This design comes from an exercise in tuning for small area on the open sky130 flow, not from production work. At most, simulation tests tie the RTL to the original design; equivalence was not proved. Power figures rest on the tool's default switching activity, not on a simulated workload.

## MS
==> flow/design.v <==
package tpu_pkg;
  localparam int TPU_N      = 8;
  localparam int TPU_DATA_W = 16;
  typedef enum logic {COLLECT, FULL} gather_state_t;
endpackage
module gather_lane
#(
  parameter int N      = tpu_pkg::TPU_N,
  parameter int DATA_W = tpu_pkg::TPU_DATA_W,
  parameter int CW     = $clog2(N + 1)
) (
  input  logic                     clk,
  input  logic                     reset,
  input  logic                     zero,       
  input  logic                     take,       
  input  logic [DATA_W-1:0]        data,
  output logic                     lane_full,  
  output logic                     overrun,
  output logic [N-1:0][DATA_W-1:0] elems
);
  logic [CW-1:0] cnt;
  logic          acc;
  assign acc       = take && !cnt[CW-1];
  assign overrun   = take && cnt[CW-1];
  assign lane_full = cnt[CW-1];
  always_ff @(posedge clk) begin
    if (reset || zero) cnt <= '0;
    else if (acc)      cnt <= cnt + CW'(1);
  end
  logic [1:0] en;
  assign en[1] = acc;
  assign en[0] = acc && cnt[2];
  for (genvar r = 0; r < N; r++) begin : g_row
    always_ff @(posedge clk) begin
      if (en[r / 4])
        elems[r] <= (r == N - 1) ? data : elems[(r + 1) % N];
    end
  end
endmodule
module output_gather
#(
  parameter int N      = tpu_pkg::TPU_N,
  parameter int DATA_W = tpu_pkg::TPU_DATA_W
) (
  input  logic                  clk,
  input  logic                  reset,
  input  logic                  clear,
  input  logic [N-1:0]          lane_valid,
  input  logic [N*DATA_W-1:0]   lane_data,
  output logic                  in_ready,
  output logic                  mat_valid,
  input  logic                  mat_ready,
  output logic [N*N*DATA_W-1:0] c_mat,
  output logic                  err
);
  logic                             full;    
  logic                             zero;
  logic [N-1:0]                     take;
  logic [N-1:0]                     lane_full_now;
  logic [N-1:0]                     overrun;
  logic [N-1:0][N-1:0][DATA_W-1:0]  lane_elems;
  assign in_ready  = !full;
  assign mat_valid = full;
  assign zero      = clear || (full && mat_ready);
  assign take      = lane_valid & {N{!full && !clear}};
  gather_lane #(.N(N), .DATA_W(DATA_W)) u_lane [N-1:0] (
    .clk       (clk),
    .reset     (reset),
    .zero      (zero),
    .take      (take),
    .data      (lane_data),
    .lane_full (lane_full_now),
    .overrun   (overrun),
    .elems     (lane_elems)
  );
  for (genvar c = 0; c < N; c++) begin : g_col
    for (genvar r = 0; r < N; r++) begin : g_row
      assign c_mat[(r*N+c)*DATA_W +: DATA_W] = lane_elems[c][r];
    end
  end
  assign full = &lane_full_now;
  always_ff @(posedge clk) begin
    if (reset) err <= 1'b0;
    else if (!clear && ((|overrun) || ((|lane_valid) && full)))
      err <= 1'b1;
  end
endmodule
==> flow/config.mk <==
export PLATFORM = sky130hd
export DESIGN_NAME = output_gather
export DESIGN_NICKNAME = output_gather
export VERILOG_FILES = /design/flow/design.v
export SDC_FILE = /design/flow/constraint.sdc
export NUM_CORES = 4
export LEC_CHECK = 0
export CAP_MARGIN = 10
export CORE_AREA = 10 10 410 410
export DIE_AREA = 0 0 420 420
export SLEW_MARGIN = 10
==> flow/constraint.sdc <==
create_clock -name core_clock -period 5.0 [get_ports {clk}]
set_input_delay 1.0000 -clock core_clock [delete_from_list [all_inputs] [get_ports {clk}]]
set_output_delay 1.0000 -clock core_clock [all_outputs]
set_load 0.01 [all_outputs]
standard.sh (not shown) runs the stock make flow with config.mk's settings and CLKGATE_MAP_FILE= SYNTH_SCRIPT=/design/flow/synth_recipe.tcl, a recipe that flattens the netlist after the stock synthesis.
==> flow/flow/run.sh <==
#!/bin/bash
# Standard ORFS layout, with the smallest buffer on the ports and no CTS dummy loads.
set -euo pipefail
export BUFFER_PORTS_ARGS="-buffer_cell sky130_fd_sc_hd__buf_1"
export CTS_ARGS="-sink_clustering_enable -repair_clock_nets -dont_use_dummy_load -buf_list sky130_fd_sc_hd__clkbuf_16 -sink_clustering_size 30 -sink_clustering_max_diameter 130"
bash standard.sh > standard.log 2>&1
MS closes out successfully: all stages finished, all timing, DRC and antenna checks passed.
Inputs modified between MS and PW:
-- flow/design.v --
<<< MS, line 28
    else if (acc)      cnt <= cnt + CW'(1);
  end
  logic [1:0] en;
  assign en[1] = acc;
  assign en[0] = acc && cnt[2];
  for (genvar r = 0; r < N; r++) begin : g_row
    always_ff @(posedge clk) begin
      if (en[r / 4])
        elems[r] <= (r == N - 1) ? data : elems[(r + 1) % N];
    end
>>> PW, line 28
    else if (acc)      cnt <= cnt + CW'(1);
  end
  logic [3:0] en;
  assign en[3] = acc;
  assign en[2] = acc && (cnt[2] || cnt[1]);
  assign en[1] = acc && cnt[2];
  assign en[0] = acc && cnt[2] && cnt[1];
  for (genvar r = 0; r < N; r++) begin : g_row
    always_ff @(posedge clk) begin
      if (en[r / 2])
        elems[r] <= (r == N - 1) ? data : elems[(r + 1) % N];
    end
[summary]
- Comparing MS against PW, there is no change at all in number of design rule violations left after detail routing.
- Where total power is concerned, MS is outperformed by PW.
- Worst-case headroom to the max-slew limit: PW vs MS up 1.4 points
- Against MS, total internal power in PW fell slightly.
- Delta (PW minus MS): power share of the sequential group has increased; vias after detailed routing has increased; data arrival at the endpoint of the critical path has increased.
The RTL of PW was laid out without a check of its function.

========
Another version of the RTL of output_gather (not shown whole).
Size: about 1100 flip-flops, roughly 1200 I/O pins.
==> module gather_lane, before the edit <==
module gather_lane
#(
  parameter int N      = tpu_pkg::TPU_N,
  parameter int DATA_W = tpu_pkg::TPU_DATA_W,
  parameter int CW     = $clog2(N + 1)
) (
  input  logic                     clk,
  input  logic                     reset,
  input  logic                     zero,       
  input  logic                     take,       
  input  logic [DATA_W-1:0]        data,
  output logic                     lane_full,  
  output logic                     overrun,
  output logic [N-1:0][DATA_W-1:0] elems
);
  logic [CW-1:0] cnt;
  logic          acc;
  assign acc       = take && !cnt[CW-1];
  assign overrun   = take && cnt[CW-1];
  assign lane_full = cnt[CW-1];
  always_ff @(posedge clk) begin
    if (reset || zero) cnt <= '0;
    else if (acc)      cnt <= cnt + CW'(1);
  end
  logic [N-1:0] live;
  always_comb begin
    live = '0;
    for (int k = 0; k < N; k++)
      if (cnt == CW'(k))
        for (int r = N - 1 - k; r < N; r++) live[r] = 1'b1;
  end
  for (genvar r = 0; r < N; r++) begin : g_row
    always_ff @(posedge clk) begin
      if (acc && live[r])
        elems[r] <= (r == N - 1) ? data : elems[(r + 1) % N];
    end
  end
endmodule
Settings: LEC_CHECK=0, CAP_MARGIN=0, CORE_AREA=10 10 410 410, DIE_AREA=0 0 420 420, SLEW_MARGIN=0; clock period 5.0 ns.
==> flow/flow/run.sh <==
#!/bin/bash
# Standard ORFS layout, with the smallest buffer on the ports and no CTS dummy loads.
set -euo pipefail
export BUFFER_PORTS_ARGS="-buffer_cell sky130_fd_sc_hd__buf_1"
export CTS_ARGS="-sink_clustering_enable -repair_clock_nets -dont_use_dummy_load -buf_list sky130_fd_sc_hd__clkbuf_16 -sink_clustering_size 28 -sink_clustering_max_diameter 100"
bash standard.sh > standard.log 2>&1
Change:
--- a/flow/design.v
+++ b/flow/design.v
@@ -25,22 +25,12 @@
   assign lane_full = cnt[CW-1];
   always_ff @(posedge clk) begin
     if (reset || zero) cnt <= '0;
     else if (acc)      cnt <= cnt + CW'(1);
   end
-  logic [N-1:0] live;
-  always_comb begin
-    live = '0;
-    for (int k = 0; k < N; k++)
-      if (cnt == CW'(k))
-        for (int r = N - 1 - k; r < N; r++) live[r] = 1'b1;
-  end
-  for (genvar r = 0; r < N; r++) begin : g_row
-    always_ff @(posedge clk) begin
-      if (acc && live[r])
-        elems[r] <= (r == N - 1) ? data : elems[(r + 1) % N];
-    end
+  always_ff @(posedge clk) begin
+    if (acc) elems <= {data, elems[N-1:1]};
   end
 endmodule
 module output_gather
 #(
   parameter int N      = tpu_pkg::TPU_N,
What happened:
- total power grows by about 7%
- flip-flop and latch count stays the same
- critical path depth grows by 1
- setup slack improved by 460 ps
- global-route usage shrinks by 2.6 points
- worst hold slack got worse by 11 ps
- final cell count shrinks by 4.1%
- synthesized cell count shrinks by about 15%
- wire length shrinks by 16%
- via count shrinks by about 12%
- fmax grows by 15%
- count of clock-buffer cells in the layout shrinks by 1
- final area shrinks by 2.4%
The RTL of the first run of this note was laid out without a check of its function.

[what the ideal ports hide]
No port has a modelled driver above. Below, the same layouts with a new extraction and two added sets of constraints. Step 1: set_driving_cell puts a clkbuf_16 on clk and a buf_2 on each other input, an assumption about the parent block. Step 2 adds t to the input delays and takes it off the output delays; t is the mean of the earliest and latest rising clock arrival at the registers after step 1. Input paths then give back, and output paths get back, about the clock's delay inside the block. a / b / c = ideal ports / drivers / drivers and shift; a / b = the first two.
run	t (ns)	setup WS [ns]	worst setup path after step 2	worst slew at a driven data input, ns
MS	0.706	1.884 / 1.801 / 1.663	input to register	0.16
PW	0.684	1.823 / 1.749 / 1.399	input to register	0.24
the first run of note 2	0.694	1.573 / 1.500 / 1.396	input to register	0.36
the second run of note 2	0.695	2.032 / 1.951 / 1.516	input to register	0.30
After both steps every run listed still meets setup and hold. The setup slack of the second run of note 2, which loses most, moves by -0.081 ns with the drivers and by -0.516 ns with both steps.
